Source: an optimization exercise on an open RTL-to-GDS flow (aim: small area). Production flows keep margins and buffers that such runs may drop. Function was checked by simulation only, so behaviour that the tests miss may differ from the original. Power figures rest on the tool's default switching activity, not on a simulated workload.

// memoria_dados
module memoria_dados
(
  input  logic                     clock,
  input  logic                     reset_n,
  input  logic                     permisao_escrita,
  input  logic                     permisao_leitura,
  input  memoria_dados_pkg::addr_t endereco,
  input  memoria_dados_pkg::word_t dado_escrita,
  output memoria_dados_pkg::word_t dado_leitura
);
Size in the first run: roughly 2200 flip-flops, roughly 52 I/O pins, about 74000 um^2 of cells after synthesis.
clock: 12.0 ns
lec_check: 0
cap_margin: 30
core_margin: 2
core_utilization: 60
cts_buf_list: sky130_fd_sc_hd__clkbuf_8
cts_cluster_diameter: 80
cts_cluster_size: 16
place_density: 0.75
slew_margin: 20
synth_hierarchical: 1
synth_minimum_keep_size: 0
run.sh (not shown) runs the stock make flow with config.mk's settings and CLKGATE_MAP_FILE= SYNTH_SCRIPT=/design/flow/synth_recipe.tcl, a recipe that flattens the netlist after the stock synthesis.
The first run produced a clean layout.
Rerun with:
- CORE_UTILIZATION: 60 -> 50
- PLACE_DENSITY: 0.75 -> 0.65
What happened:
- register-to-register slack hardly moves
- hold slack stays flat
- power barely changes
- area after synthesis is unchanged
- clock skew stays the same
- cell area grows by about 0.7%
- routed wire length grows by about 3.6%
- synthesized cell count does not change
- global-route usage shrinks by 5.1 points

========
memoria_dados, a different RTL version from the one above (not shown whole).
Size: about 5900 cells after synthesis, ~2100 flip-flops, roughly 52 I/O pins.
export LEC_CHECK = 0
export CAP_MARGIN = 15
export CORE_MARGIN = 2
export CORE_UTILIZATION = 60
export CTS_BUF_LIST = sky130_fd_sc_hd__clkbuf_8
export CTS_CLUSTER_DIAMETER = 80
export CTS_CLUSTER_SIZE = 18
export PLACE_DENSITY = 0.75
export SLEW_MARGIN = 20
export SYNTH_HIERARCHICAL = 1
export SYNTH_MINIMUM_KEEP_SIZE = 0
create_clock -name core_clock -period 12.0 [get_ports {clock}]
standard.sh (not shown) runs the stock make flow with config.mk's settings and CLKGATE_MAP_FILE= SYNTH_SCRIPT=/design/flow/synth_recipe.tcl, a recipe that flattens the netlist after the stock synthesis.
==> flow/flow/run.sh <==
#!/bin/bash
# The standard layout (the standard.sh: standard synthesis, floorplan,
# placement, CTS, routing), with two changes:
#  - port buffers are buf_1 cells instead of the resizer's default choice;
#  - CTS keeps the clustering of config.mk but inserts no dummy loads.
# Each tool's full output stays in the ORFS logs under orfs/logs; make's own
# output goes to standard.log in this folder.
set -euo pipefail
export BUFFER_PORTS_ARGS="-buffer_cell sky130_fd_sc_hd__buf_1"
export CTS_ARGS="-sink_clustering_enable -repair_clock_nets -sink_clustering_size 18 -sink_clustering_max_diameter 80 -buf_list sky130_fd_sc_hd__clkbuf_8 -dont_use_dummy_load"
bash standard.sh finish > standard.log 2>&1
Next try:
Settings changed: CAP_MARGIN 15 to 20.
=>
- The changed run finished clean
- global-route usage barely changes
- synthesized cell count does not change
- worst setup slack gains 0.14 ns
- wire length hardly moves
- maximum frequency goes up by 1.4%
- worst hold slack gains 0.0035 ns
- combinational power stays flat
- clock skew is about the same
- non-clock buffer count goes up by 1
- area after synthesis does not change
Next try:
Settings changed: SLEW_MARGIN 20 to 10.
Maximum frequency hardly moves.
Critical path depth is unchanged.
Total power barely changes.
Core utilization hardly moves.
Sequential share of layout area barely changes.
Count of clock-buffer cells in the layout stays the same.
Worst hold slack barely changes.
Global-route usage climbs by 0.30 points.
Non-clock buffer count increases by 9.
Cell count is about the same.
Sequential cell count stays the same.
Next try:
--- a/flow/flow/run.sh
+++ b/flow/flow/run.sh
@@ -10 +10 @@
-export CTS_ARGS="-sink_clustering_enable -repair_clock_nets -sink_clustering_size 18 -sink_clustering_max_diameter 80 -buf_list sky130_fd_sc_hd__clkbuf_8 -dont_use_dummy_load"
+export CTS_ARGS="-sink_clustering_enable -repair_clock_nets -sink_clustering_size 16 -sink_clustering_max_diameter 80 -buf_list sky130_fd_sc_hd__clkbuf_8 -dont_use_dummy_load"
Settings changed: CTS_CLUSTER_SIZE 18 to 16, SLEW_MARGIN 10 to 20.
After rerunning: Cell area barely changes; first-iteration DRC count went up by 4.4%; hold slack loses 0.0034 ns; worst setup slack loses 0.024 ns; combinational power hardly moves; die area stays the same; power went up by 0.91%.

[static timing again, ports no longer ideal]
The flow's constraints put no driver on any port. The routed layouts listed below were extracted and timed again, unchanged, in two steps. Step 1 assumes that a clkbuf_16 drives the clock port and a buf_2 every other input. Step 2 also shifts input and output timing later by t, the mid clock arrival at the registers, as if the neighbouring blocks saw the same clock. a / b / c = ideal ports / drivers / drivers and shift; a / b = the first two.
| run | t, ns | setup WS [ns] | clock arrival spread, ns |
|---|---|---|---|
| the first run of note 1 | 0.985 | 1.842 / 1.753 / 1.753 | 0.045 / 0.046 |
| the second run of note 1 | 0.985 | 1.686 / 1.582 / 1.582 | 0.055 / 0.055 |
| the first run of note 2 | 0.920 | 2.019 / 1.965 / 1.965 | 0.090 / 0.090 |
| the second run of note 2 | 0.904 | 2.155 / 2.095 / 2.095 | 0.088 / 0.088 |
| the third run of note 2 | 0.900 | 2.174 / 2.115 / 2.115 | 0.109 / 0.109 |
| the fourth run of note 2 | 0.939 | 2.150 / 2.095 / 2.095 | 0.076 / 0.076 |
After both steps setup and hold are still met in every run listed. The setup slack of the second run of note 1, which loses most, moves by -0.104 ns with the drivers and by -0.104 ns with both steps.
